Context: an optimization exercise on an open-source flow, tuned for a short achievable clock period and few clock cycles per item. The choices shown serve that exercise and are no tape-out recipe. Function was checked by simulation only, so behaviour that the tests miss may differ from the original. No activity file was given, so power comes from the tool's default toggle rates.

### design/flow/design.v
package isaPkg;
    typedef enum logic [2:0] {
        ADD = 3'b000,
        NEG = 3'b001,
        OR  = 3'b010,
        NOT = 3'b011,
        MOV = 3'b100,
        LDI = 3'b111
    } aluFn;
    typedef enum logic [3:0] {
        NONE   = 4'b0000,
        ALWAYS = 4'b0001,
        C      = 4'b0010,
        NC     = 4'b0011,
        Z      = 4'b0100,
        NZ     = 4'b0101,
        V      = 4'b0110,
        NV     = 4'b0111,
        S      = 4'b1000,
        NS     = 4'b1001,
        HALT   = 4'b1111
    } condCode;
    typedef struct packed {
        condCode                cond;
        aluFn                   fn;
        logic [3-1:0] dst;
        logic [3-1:0] srcA;
        logic [3-1:0] srcB;
    } aluWord;
    typedef struct packed {
        condCode     cond;
        logic [11:0] offset;
    } branchWord;
    typedef union packed {
        aluWord    alu;
        branchWord br;
    } instrWord;
endpackage
package corePkg;
    typedef struct packed {
        logic c;
        logic z;
        logic v;
        logic s;
    } aluFlags;
    typedef struct packed {
        logic       isW;
        logic [3:0] cc;
        logic       halt;
        logic [6:0] tgt;
        logic [2:0] fn;
        logic [2:0] dst;
        logic [2:0] srcA;
        logic [2:0] srcB;
    } progEnt;
    typedef struct packed {
        logic         w;
        logic [2:0]   fn;
        logic [2:0]   dst;
        logic [2:0]   srcA;
        logic [2:0]   srcB;
        logic [3:0]   cc;
        logic         halt;
        logic [127:0] n0;
        logic [127:0] n1;
    } group;
endpackage
`timescale 1ns/1ps
module progRam #(
    parameter int NWIN = 4
) (
    input  logic                    clk,
    input  logic                    loadValid,
    input  logic [7-1:0] loadAddr,
    input  logic [16-1:0]  loadData,
    input  logic [NWIN*128-1:0] ptr,
    output logic [NWIN*25-1:0]      win0,
    output logic [NWIN*25-1:0]      win1,
    output corePkg::progEnt         ent0,
    output corePkg::progEnt         ent1
);
    localparam int EntW = 25;
    logic [EntW-1:0] mem [128];
    corePkg::progEnt ldEnt;
    always_comb
    begin
        ldEnt.cc   = (loadData[15:12] >= 4'd1 && loadData[15:12] <= 4'd9) ? loadData[15:12] : 4'd0;
        ldEnt.halt = (loadData[15:12] == 4'hf);
        ldEnt.isW  = (loadData[15:12] == 4'h0) && (loadData[11:9] != 3'b101) && (loadData[11:9] != 3'b110);
        ldEnt.tgt  = loadAddr + 7'd1 + loadData[6:0];
        ldEnt.fn   = loadData[11:9];
        ldEnt.dst  = loadData[8:6];
        ldEnt.srcA = loadData[5:3];
        ldEnt.srcB = loadData[2:0];
    end
    always_ff @(posedge clk)
    begin
        if (loadValid)
            mem[loadAddr] <= ldEnt;
    end
    for (genvar w = 0; w < NWIN; w++)
    begin : gWin
        logic [EntW-1:0] acc0;
        logic [EntW-1:0] acc1;
        always_comb
        begin
            acc0 = '0;
            acc1 = '0;
            for (int i = 0; i < 128; i++)
            begin
                acc0 = acc0 | ({EntW{ptr[w * 128 + i]}} & mem[i]);
                acc1 = acc1 | ({EntW{ptr[w * 128 + i]}} & mem[(i + 1) % 128]);
            end
        end
        assign win0[w * EntW +: EntW] = acc0;
        assign win1[w * EntW +: EntW] = acc1;
    end
    assign ent0 = mem[0];
    assign ent1 = mem[1];
endmodule
`timescale 1ns/1ps
module regBank (
    input  logic                   clk,
    input  logic                   rstN,
    input  logic                   wrEn,
    input  logic [3-1:0] wrIdx,
    input  logic [16-1:0] wrData,
    input  logic [4*3-1:0] rdIdx,
    output logic [4*16-1:0] rdData
);
    logic [16-1:0] regs [8];
    always_ff @(posedge clk)
    begin
        for (int i = 0; i < 8; i++)
        begin
            if (!rstN)
                regs[i] <= '0;
            else if (wrEn && wrIdx == i)
                regs[i] <= wrData;
        end
    end
    always_comb
    begin
        for (int p = 0; p < 4; p++)
            rdData[p * 16 +: 16] = regs[rdIdx[p * 3 +: 3]];
    end
endmodule
`timescale 1ns/1ps
module aluUnit (
    input  logic [2:0]             fn,
    input  logic [5:0]             imm,
    input  logic [16-1:0] rdA,
    input  logic [16-1:0] rdB,
    output logic [16-1:0] aluResult,
    output corePkg::aluFlags       addFlags
);
    localparam int Msb = 16 - 1;
    logic [16:0] sum;
    assign sum = {1'b0, rdA} + {1'b0, rdB};
    always_comb
    begin
        case (fn)
            isaPkg::ADD: aluResult = sum[Msb:0];
            isaPkg::NEG: aluResult = -rdB;
            isaPkg::OR:  aluResult = rdA | rdB;
            isaPkg::NOT: aluResult = ~rdB;
            isaPkg::MOV: aluResult = rdB;
            default:     aluResult = {{(16 - 6){imm[5]}}, imm};
        endcase
    end
    assign addFlags.c = sum[16];
    assign addFlags.z = (sum[Msb:0] == '0);
    assign addFlags.v = (rdA[Msb] == rdB[Msb]) && (sum[Msb] != rdA[Msb]);
    assign addFlags.s = sum[Msb];
endmodule
`timescale 1ns/1ps
module branchUnit (
    input  logic [3:0]       cc,
    input  corePkg::aluFlags flags,
    output logic             taken
);
    always_comb
    begin
        case (cc)
            isaPkg::ALWAYS: taken = 1'b1;
            isaPkg::C:      taken = flags.c;
            isaPkg::NC:     taken = !flags.c;
            isaPkg::Z:      taken = flags.z;
            isaPkg::NZ:     taken = !flags.z;
            isaPkg::V:      taken = flags.v;
            isaPkg::NV:     taken = !flags.v;
            isaPkg::S:      taken = flags.s;
            isaPkg::NS:     taken = !flags.s;
            default:        taken = 1'b0;
        endcase
    end
endmodule
`timescale 1ns/1ps
module cpuSequencer (
    input  logic [128-1:0] ptr,
    input  corePkg::progEnt            e0,
    input  corePkg::progEnt            e1,
    output corePkg::group              g
);
    localparam int D = 128;
    logic [128-1:0] ptr1;
    logic [128-1:0] ptr2;
    logic                       fold;
    logic [6:0]                 tgt;
    assign ptr1 = {ptr[D-2:0], ptr[D-1]};
    assign ptr2 = {ptr[D-3:0], ptr[D-1:D-2]};
    assign fold = e0.isW && !e1.isW;
    assign tgt  = e0.isW ? e1.tgt : e0.tgt;
    always_comb
    begin
        g.w    = e0.isW;
        g.fn   = e0.fn;
        g.dst  = e0.dst;
        g.srcA = e0.srcA;
        g.srcB = e0.srcB;
        if (e0.isW)
        begin
            g.cc   = fold ? e1.cc : 4'd0;
            g.halt = fold && e1.halt;
        end
        else
        begin
            g.cc   = e0.cc;
            g.halt = e0.halt;
        end
        g.n0 = fold ? ptr2 : ptr1;
        g.n1 = '0;
        g.n1[tgt] = 1'b1;
    end
endmodule
`timescale 1ns/1ps
module cpuTop (
    input  logic                    clk,
    input  logic                    rstN,
    input  logic                    loadValid,
    input  logic [7-1:0] loadAddr,
    input  logic [16-1:0]  loadData,
    input  logic                    start,
    output logic                    wbValid,
    output logic [3-1:0]  wbReg,
    output logic [16-1:0]  wbData,
    output logic                    halted
);
    localparam int D = 128;
    logic                   run;
    logic                   haltNext;
    logic [3:0]             condPrev;
    corePkg::aluFlags       flags;
    corePkg::group          cand0;
    corePkg::group          cand1;
    logic                   sel;
    corePkg::group          cur;
    logic [4*D-1:0]         ptr;
    logic [4*25-1:0]        win0;
    logic [4*25-1:0]        win1;
    corePkg::progEnt        ent0;
    corePkg::progEnt        ent1;
    corePkg::group          next0;
    corePkg::group          next1;
    corePkg::group          next2;
    corePkg::group          next3;
    corePkg::group          first;
    logic [4*3-1:0] rdIdx;
    logic [4*16-1:0] rdData;
    logic [16-1:0] res0;
    logic [16-1:0] res1;
    corePkg::aluFlags       resFlags0;
    corePkg::aluFlags       resFlags1;
    logic [16-1:0] result;
    logic                   doWrite;
    assign ptr = {cand1.n1, cand1.n0, cand0.n1, cand0.n0};
    progRam #(.NWIN(4)) prog (.clk, .loadValid, .loadAddr, .loadData, .ptr, .win0, .win1,
                              .ent0, .ent1);
    cpuSequencer form0 (.ptr(ptr[0*D +: D]), .e0(win0[0*25 +: 25]), .e1(win1[0*25 +: 25]), .g(next0));
    cpuSequencer form1 (.ptr(ptr[1*D +: D]), .e0(win0[1*25 +: 25]), .e1(win1[1*25 +: 25]), .g(next1));
    cpuSequencer form2 (.ptr(ptr[2*D +: D]), .e0(win0[2*25 +: 25]), .e1(win1[2*25 +: 25]), .g(next2));
    cpuSequencer form3 (.ptr(ptr[3*D +: D]), .e0(win0[3*25 +: 25]), .e1(win1[3*25 +: 25]), .g(next3));
    cpuSequencer formFirst (.ptr(D'(1)), .e0(ent0), .e1(ent1), .g(first));
    branchUnit branch (.cc(condPrev), .flags, .taken(sel));
    assign cur = sel ? cand1 : cand0;
    assign rdIdx = {cand1.srcB, cand1.srcA, cand0.srcB, cand0.srcA};
    assign doWrite = run && cur.w;
    regBank regs (.clk, .rstN, .wrEn(doWrite), .wrIdx(cur.dst), .wrData(result), .rdIdx, .rdData);
    aluUnit alu0 (.fn(cand0.fn), .imm({cand0.srcA, cand0.srcB}), .rdA(rdData[0 +: 16]),
                  .rdB(rdData[16 +: 16]), .aluResult(res0), .addFlags(resFlags0));
    aluUnit alu1 (.fn(cand1.fn), .imm({cand1.srcA, cand1.srcB}), .rdA(rdData[32 +: 16]),
                  .rdB(rdData[48 +: 16]), .aluResult(res1), .addFlags(resFlags1));
    assign result = sel ? res1 : res0;
    always_ff @(posedge clk)
    begin
        if (!rstN)
            flags <= '0;
        else if (doWrite && cur.fn == isaPkg::ADD)
            flags <= sel ? resFlags1 : resFlags0;
    end
    always_ff @(posedge clk)
    begin
        if (!rstN)
        begin
            run <= 1'b0;
            haltNext <= 1'b0;
            halted <= 1'b0;
            wbValid <= 1'b0;
        end
        else
        begin
            wbValid <= doWrite;
            haltNext <= 1'b0;
            if (haltNext)
                halted <= 1'b1;
            if (run && cur.halt)
            begin
                run <= 1'b0;
                if (cur.w)
                    haltNext <= 1'b1;
                else
                    halted <= 1'b1;
            end
            if (start)
            begin
                run <= 1'b1;
                halted <= 1'b0;
            end
        end
    end
    always_ff @(posedge clk)
    begin
        wbReg <= cur.dst;
        wbData <= result;
    end
    always_ff @(posedge clk)
    begin
        if (run)
        begin
            cand0 <= sel ? next2 : next0;
            cand1 <= sel ? next3 : next1;
            condPrev <= cur.cc;
        end
        else
        begin
            cand0 <= first;
            cand1 <= first;
            condPrev <= 4'd0;
        end
    end
endmodule
### design/flow/run.sh
#!/bin/bash
# synth_recipe.tcl (not shown) runs the flow's synth.tcl, then flattens the netlist and writes it again
# the make line also repeats each setting of config.mk as NAME=value (left out here)
make -C /OpenROAD-flow-scripts/flow DESIGN_CONFIG=/design/flow/config.mk WORK_HOME=/design/flow/orfs CLKGATE_MAP_FILE= SYNTH_SCRIPT=/design/flow/synth_recipe.tcl finish
### design/flow/config.mk
export PLATFORM = sky130hd
export DESIGN_NAME = cpuTop
export DESIGN_NICKNAME = cpuTop
export VERILOG_FILES = /design/flow/design.v
export SDC_FILE = /design/flow/constraint.sdc
export NUM_CORES = 4
export LEC_CHECK = 0
export CAP_MARGIN = 20
export CORE_MARGIN = 2
export CORE_UTILIZATION = 40
export SLEW_MARGIN = 20
### design/flow/constraint.sdc
create_clock -name core_clock -period 6.5 [get_ports {clk}]
set_input_delay 1.3000 -clock core_clock [delete_from_list [all_inputs] [get_ports {clk}]]
set_output_delay 1.3000 -clock core_clock [all_outputs]
set_load 0.01 [all_outputs]
==> flow_summary.toml, run 1 <==
[yosys]
yosys_warnings = 7

[run_status]
first-error = "ERROR: TCL interpreter returned an error: Source files actually used in the design:"
run_status = "stopped before the end"
outcome.stop_stage = "synthesis"
Testbench counts, summed over its fixed seeds: cycles 16,697, instrs 21,904.
==> run 2, diff against run 1 <==
--- a/design/flow/config.mk
+++ b/design/flow/config.mk
@@ -8,4 +8,7 @@
 export CAP_MARGIN = 20
 export CORE_MARGIN = 2
-export CORE_UTILIZATION = 40
+export CORE_UTILIZATION = 25
+export SETUP_SLACK_MARGIN = 1.0
 export SLEW_MARGIN = 20
+export SYNTH_MEMORY_MAX_BITS = 65536
+export TNS_END_PERCENT = 20
==> flow_summary.toml, run 2 <==
[run_status]
run_status = "stopped before the end"
outcome.stop_stage = "global routing"
first-error = "[ERROR GRT-0116] Global routing finished with congestion. Check the congestion regions in the DRC Viewer."

[yosys]
synth.avg_cell_area_um2 = 10.2
synth.top_cell.area_share_pct = 38.6
yosys-top-cells-area = "sky130_fd_sc_hd__edfxtp_1 (39%), sky130_fd_sc_hd__a22o_1 (11%), sky130_fd_sc_hd__a221oi_1 (11%)"
synth_edf_count = 3200
asyncSetResetFlopFracSynth_pct = 0
yosysMostFrequentCell = "sky130_fd_sc_hd__a22oi_1"
yosys.cell_types.count = 99
most_common_library_cells_after_synthesis = "sky130_fd_sc_hd__a22oi_1 (3371), sky130_fd_sc_hd__a22o_1 (3215), sky130_fd_sc_hd__a221oi_1 (3204), sky130_fd_sc_hd__edfxtp_1 (3200), sky130_fd_sc_hd__clkbuf_1 (2721)"
number_of_synthesized_register_bits = 3907
synthFlopType = "sky130_fd_sc_hd__edfxtp_1"
syn-num-nets = 24500
synth_seq_area_share_pct = 44.3
post_synth_inst_count = 24400
synth_top_area_cell = "sky130_fd_sc_hd__edfxtp_1"
syn-cell-area_um2 = 249000
yosys_warnings = 7

[clock_tree]
clock_tree.htree_level_count = 5
clock_sinks = 3907
clock_root_buffer = "sky130_fd_sc_hd__clkbuf_16"
postCtsHoldBufs = 0
numCtsBuffers = 495
ctsLongestPathBuffers = 5

[grt]
global_route_wire_length_before_repair_mm = 6590
grt_start_max_net_pins = 129
gr-usage-all-layers_pct = 99.4
grt_residual_overflow = 60400
vias_in_the_first_global_route = 439000

[place]
dp_worst_setup_slack_ns = 0.521
dp_hpwl_mm = 3120
io_buffers = 47
dpl.cell_count = 36600
final_estimated_routing_congestion_in_global_placement = 1.52
placedInstanceArea_um2 = 281000

[die]
rows = 366
starting_density_of_the_core_pct = 25.1
die_w_mm = 1.00
number_of_placed_i_o_pins = 48
fp.dieH_mm = 1.00
## run 2: logic make-up after synthesis
kind of cell             Yosys count  share of synthesized area [%]
AND/OR/NAND/NOR                 4378                           9.42
multiplexers                     681                           2.86
AO/OA/AOI/OAI                  11000                           36.3
adder cells (fa/ha/maj)           75                          0.386
buffers and inverters           4291                           6.64
XOR/XNOR                          48                          0.169
flip-flops                      3907                           44.3
## run 2: how the worst min path moves through the flow
stage / start / end / slack (ns) / depth (start not counted)
floorplan: cand1[257] / condPrev[0] / 0.42 / 2
global placement: regs.regs[4][6] / regs.regs[4][6] / 0.55 / 2
detailed placement: haltNext / halted / 0.54 / 2
CTS: haltNext / halted / 0.55 / 2
## run 2: what timing repair did
item	CTS
gates resized for setup	7
pin swaps	2
setup endpoints to repair	71
buffers inserted	1
## run 2: layer usage
layer / overflow / global-route usage [%]
met2: 26500 / 107
met4: 9501 / 96.7
met3: 10500 / 96.4
met1: 12600 / 97.2
met5: 1259 / 90.3
## run 2: power by group through the flow
stage                     logic, W  registers [W]  clock network [W]
after floorplan             0.0174         0.0286                  0
after global placement      0.0412         0.0323                  0
after detailed placement    0.0404         0.0321                  0
after CTS                   0.0405         0.0316             0.0298
## run 2: stage by stage
step | hold slack, ns | power (W)
floorplan | 0.417 | 0.0460
global placement | 0.550 | 0.0734
detailed placement | 0.537 | 0.0725
CTS | 0.546 | 0.102
==> run 3, diff against run 2 <==
--- a/design/flow/design.v
+++ b/design/flow/design.v
@@ -77,6 +77,8 @@
     output logic [NWIN*25-1:0]      win0,
     output logic [NWIN*25-1:0]      win1,
+    output logic [NWIN*25-1:0]      win2,
     output corePkg::progEnt         ent0,
-    output corePkg::progEnt         ent1
+    output corePkg::progEnt         ent1,
+    output corePkg::progEnt         ent2
 );
     localparam int EntW = 25;
@@ -103,19 +105,24 @@
         logic [EntW-1:0] acc0;
         logic [EntW-1:0] acc1;
+        logic [EntW-1:0] acc2;
         always_comb
         begin
             acc0 = '0;
             acc1 = '0;
+            acc2 = '0;
             for (int i = 0; i < 128; i++)
             begin
                 acc0 = acc0 | ({EntW{ptr[w * 128 + i]}} & mem[i]);
                 acc1 = acc1 | ({EntW{ptr[w * 128 + i]}} & mem[(i + 1) % 128]);
+                acc2 = acc2 | ({EntW{ptr[w * 128 + i]}} & mem[(i + 2) % 128]);
             end
         end
         assign win0[w * EntW +: EntW] = acc0;
         assign win1[w * EntW +: EntW] = acc1;
+        assign win2[w * EntW +: EntW] = acc2;
     end
     assign ent0 = mem[0];
     assign ent1 = mem[1];
+    assign ent2 = mem[2];
 endmodule
 `timescale 1ns/1ps
@@ -170,5 +177,5 @@
     end
     assign addFlags.c = sum[16];
-    assign addFlags.z = (sum[Msb:0] == '0);
+    assign addFlags.z = ((rdA ^ rdB) == {(rdA[Msb-1:0] | rdB[Msb-1:0]), 1'b0});
     assign addFlags.v = (rdA[Msb] == rdB[Msb]) && (sum[Msb] != rdA[Msb]);
     assign addFlags.s = sum[Msb];
@@ -201,4 +208,5 @@
     input  corePkg::progEnt            e0,
     input  corePkg::progEnt            e1,
+    input  corePkg::progEnt            e2,
     output corePkg::group              g
 );
@@ -206,10 +214,31 @@
     logic [128-1:0] ptr1;
     logic [128-1:0] ptr2;
-    logic                       fold;
-    logic [6:0]                 tgt;
+    logic [128-1:0] ptr3;
+    corePkg::progEnt            c1;
+    corePkg::progEnt            c2;
+    logic                       hasC1;
+    logic                       mayFall;
+    logic                       c2Jump;
+    logic                       c2Nop;
+    logic [128-1:0] seqNext;
     assign ptr1 = {ptr[D-2:0], ptr[D-1]};
     assign ptr2 = {ptr[D-3:0], ptr[D-1:D-2]};
-    assign fold = e0.isW && !e1.isW;
-    assign tgt  = e0.isW ? e1.tgt : e0.tgt;
+    assign ptr3 = {ptr[D-4:0], ptr[D-1:D-3]};
+    assign hasC1 = !e0.isW || !e1.isW;
+    assign c1    = e0.isW ? e1 : e0;
+    assign c2    = e0.isW ? e2 : e1;
+    assign mayFall = hasC1 && !c1.halt && (c1.cc != isaPkg::ALWAYS);
+    assign c2Jump  = mayFall && !c2.isW && (c2.cc == isaPkg::ALWAYS);
+    assign c2Nop   = mayFall && !c2.isW && (c2.cc == 4'd0) && !c2.halt;
+    always_comb
+    begin
+        case ({e0.isW, hasC1, c2Nop})
+            3'b100, 3'b101: seqNext = ptr1;
+            3'b110:         seqNext = ptr2;
+            3'b111:         seqNext = ptr3;
+            3'b010, 3'b011: seqNext = c2Nop ? ptr2 : ptr1;
+            default:        seqNext = ptr1;
+        endcase
+    end
     always_comb
     begin
@@ -219,17 +248,15 @@
         g.srcA = e0.srcA;
         g.srcB = e0.srcB;
-        if (e0.isW)
+        g.cc   = hasC1 ? c1.cc : 4'd0;
+        g.halt = hasC1 && c1.halt;
+        if (c2Jump)
         begin
-            g.cc   = fold ? e1.cc : 4'd0;
-            g.halt = fold && e1.halt;
+            g.n0 = '0;
+            g.n0[c2.tgt] = 1'b1;
         end
         else
-        begin
-            g.cc   = e0.cc;
-            g.halt = e0.halt;
-        end
-        g.n0 = fold ? ptr2 : ptr1;
+            g.n0 = seqNext;
         g.n1 = '0;
-        g.n1[tgt] = 1'b1;
+        g.n1[c1.tgt] = 1'b1;
     end
 endmodule
@@ -259,6 +286,8 @@
     logic [4*25-1:0]        win0;
     logic [4*25-1:0]        win1;
+    logic [4*25-1:0]        win2;
     corePkg::progEnt        ent0;
     corePkg::progEnt        ent1;
+    corePkg::progEnt        ent2;
     corePkg::group          next0;
     corePkg::group          next1;
@@ -275,11 +304,11 @@
     logic                   doWrite;
     assign ptr = {cand1.n1, cand1.n0, cand0.n1, cand0.n0};
-    progRam #(.NWIN(4)) prog (.clk, .loadValid, .loadAddr, .loadData, .ptr, .win0, .win1,
-                              .ent0, .ent1);
-    cpuSequencer form0 (.ptr(ptr[0*D +: D]), .e0(win0[0*25 +: 25]), .e1(win1[0*25 +: 25]), .g(next0));
-    cpuSequencer form1 (.ptr(ptr[1*D +: D]), .e0(win0[1*25 +: 25]), .e1(win1[1*25 +: 25]), .g(next1));
-    cpuSequencer form2 (.ptr(ptr[2*D +: D]), .e0(win0[2*25 +: 25]), .e1(win1[2*25 +: 25]), .g(next2));
-    cpuSequencer form3 (.ptr(ptr[3*D +: D]), .e0(win0[3*25 +: 25]), .e1(win1[3*25 +: 25]), .g(next3));
-    cpuSequencer formFirst (.ptr(D'(1)), .e0(ent0), .e1(ent1), .g(first));
+    progRam #(.NWIN(4)) prog (.clk, .loadValid, .loadAddr, .loadData, .ptr, .win0, .win1, .win2,
+                              .ent0, .ent1, .ent2);
+    cpuSequencer form0 (.ptr(ptr[0*D +: D]), .e0(win0[0*25 +: 25]), .e1(win1[0*25 +: 25]), .e2(win2[0*25 +: 25]), .g(next0));
+    cpuSequencer form1 (.ptr(ptr[1*D +: D]), .e0(win0[1*25 +: 25]), .e1(win1[1*25 +: 25]), .e2(win2[1*25 +: 25]), .g(next1));
+    cpuSequencer form2 (.ptr(ptr[2*D +: D]), .e0(win0[2*25 +: 25]), .e1(win1[2*25 +: 25]), .e2(win2[2*25 +: 25]), .g(next2));
+    cpuSequencer form3 (.ptr(ptr[3*D +: D]), .e0(win0[3*25 +: 25]), .e1(win1[3*25 +: 25]), .e2(win2[3*25 +: 25]), .g(next3));
+    cpuSequencer formFirst (.ptr(D'(1)), .e0(ent0), .e1(ent1), .e2(ent2), .g(first));
     branchUnit branch (.cc(condPrev), .flags, .taken(sel));
     assign cur = sel ? cand1 : cand0;
--- a/design/flow/config.mk
+++ b/design/flow/config.mk
@@ -6,8 +6,9 @@
 export NUM_CORES = 4
 export LEC_CHECK = 0
+export ABC_CLOCK_PERIOD_IN_PS = 2500
 export CAP_MARGIN = 20
 export CORE_MARGIN = 2
-export CORE_UTILIZATION = 25
-export SETUP_SLACK_MARGIN = 1.0
+export CORE_UTILIZATION = 40
+export SETUP_SLACK_MARGIN = 3.5
 export SLEW_MARGIN = 20
 export SYNTH_MEMORY_MAX_BITS = 65536
==> flow_summary.toml, run 3 <==
[run_status]
run_status = "stopped before the end"
outcome.stop_stage = "global routing"
first-error = "[ERROR GRT-0116] Global routing finished with congestion. Check the congestion regions in the DRC Viewer."

[place]
io_buffers = 47
dp_worst_setup_slack_ns = -0.0168
dpl.cell_count = 40800
dp_hpwl_mm = 3240
final_estimated_routing_congestion_in_global_placement = 1.68
placedInstanceArea_um2 = 339000

[yosys]
yosys.cell_types.count = 105
yosys-top-cells-area = "sky130_fd_sc_hd__edfxtp_1 (32%), sky130_fd_sc_hd__a221oi_1 (14%), sky130_fd_sc_hd__a22o_1 (14%)"
synthFlopType = "sky130_fd_sc_hd__edfxtp_1"
yosysMostFrequentCell = "sky130_fd_sc_hd__a221oi_1"
number_of_synthesized_register_bits = 3907
synth.top_cell.area_share_pct = 31.9
syn-num-nets = 31900
post_synth_inst_count = 31800
asyncSetResetFlopFracSynth_pct = 0
most_common_library_cells_after_synthesis = "sky130_fd_sc_hd__a221oi_1 (4960), sky130_fd_sc_hd__a22o_1 (4861), sky130_fd_sc_hd__a22oi_1 (3452), sky130_fd_sc_hd__clkbuf_1 (3266), sky130_fd_sc_hd__edfxtp_1 (3200)"
synth_edf_count = 3200
synth_top_area_cell = "sky130_fd_sc_hd__edfxtp_1"
synth.avg_cell_area_um2 = 9.49
synth_seq_area_share_pct = 36.6
syn-cell-area_um2 = 302000
yosys_warnings = 7

[clock_tree]
numCtsBuffers = 449
clock_sinks = 3907
clock_tree.htree_level_count = 5
ctsLongestPathBuffers = 4
postCtsHoldBufs = 0
clock_root_buffer = "sky130_fd_sc_hd__clkbuf_16"

[die]
die_w_um = 872
fp.dieH_um = 872
starting_density_of_the_core_pct = 40.2
rows = 318
number_of_placed_i_o_pins = 48

[grt]
global_route_wire_length_before_repair_mm = 6380
vias_in_the_first_global_route = 501000
grt_start_max_net_pins = 170
grt_residual_overflow = 165000
gr-usage-all-layers_pct = 127
## run 3: cell count changes after synthesis, sizes merged, moves of 150 or more
cell	before	now
a22o	3215	4861
and3	260	110
nor2	416	1112
o22ai	256	99
a221oi	3214	4963
nor4	225	384
a21oi	168	369
a211oi	37	336
o21ai	119	642
buf	1353	2178
clkbuf	2809	3266
nand2	1090	715
nand4	1279	1851
## run 3: power by group through the flow
stage	registers, W	logic, W	clock network, W
after floorplan	0.0285	0.0197	0
after global placement	0.0345	0.0423	0
after CTS	0.0326	0.0455	0.0280
after detailed placement	0.0343	0.0422	0
## run 3: metal layers
layer / track usage (%) / GRT overflow
met5: 110 / 2741
met1: 124 / 47600
met2: 147 / 74500
met3: 116 / 23500
met4: 118 / 16300
## run 3: cells by family after synthesis
kind of cell,after synthesis,share of synthesized area (%)
AOI/OAI and AO/OA,15900,43.3
buffers and inverters,5622,7.49
and+or+nand+nor,5524,9.71
DFF,3907,36.6
muxes,679,2.38
xor gates and xnor gates,75,0.218
adders and majority gates,75,0.319
## run 3: worst min path at each step
stage                     from         endpoint  slack, ns
3_5_place_dp   regs.regs[1][1]  regs.regs[1][1]       0.48
3_3_place_gp          flags[3]         flags[3]       0.47
4_1_cts            loadData[8]  prog.mem[19][8]       0.33
2_1_floorplan       cand1[257]      condPrev[0]       0.42
## run 3: per-stage QoR
step | total power [W] | util (%) | setup TNS, ns
after floorplan | 0.0481 | - | 0
after global placement | 0.0768 | 45.0 | -3.20
after detailed placement | 0.0766 | 45.2 | -0.0168
after CTS | 0.106 | 49.1 | 0
## run 3: what timing repair did
| item | 4_1_cts |
|---|---|
| gates resized for setup | 660 |
| endpoints found under the setup margin | 3701 |
| buffers inserted | 1091 |
| pin swaps | 74 |
| cloned | 20 |
Testbench counts of run 3, summed over its fixed seeds: cycles 15,463, instrs 21,904.
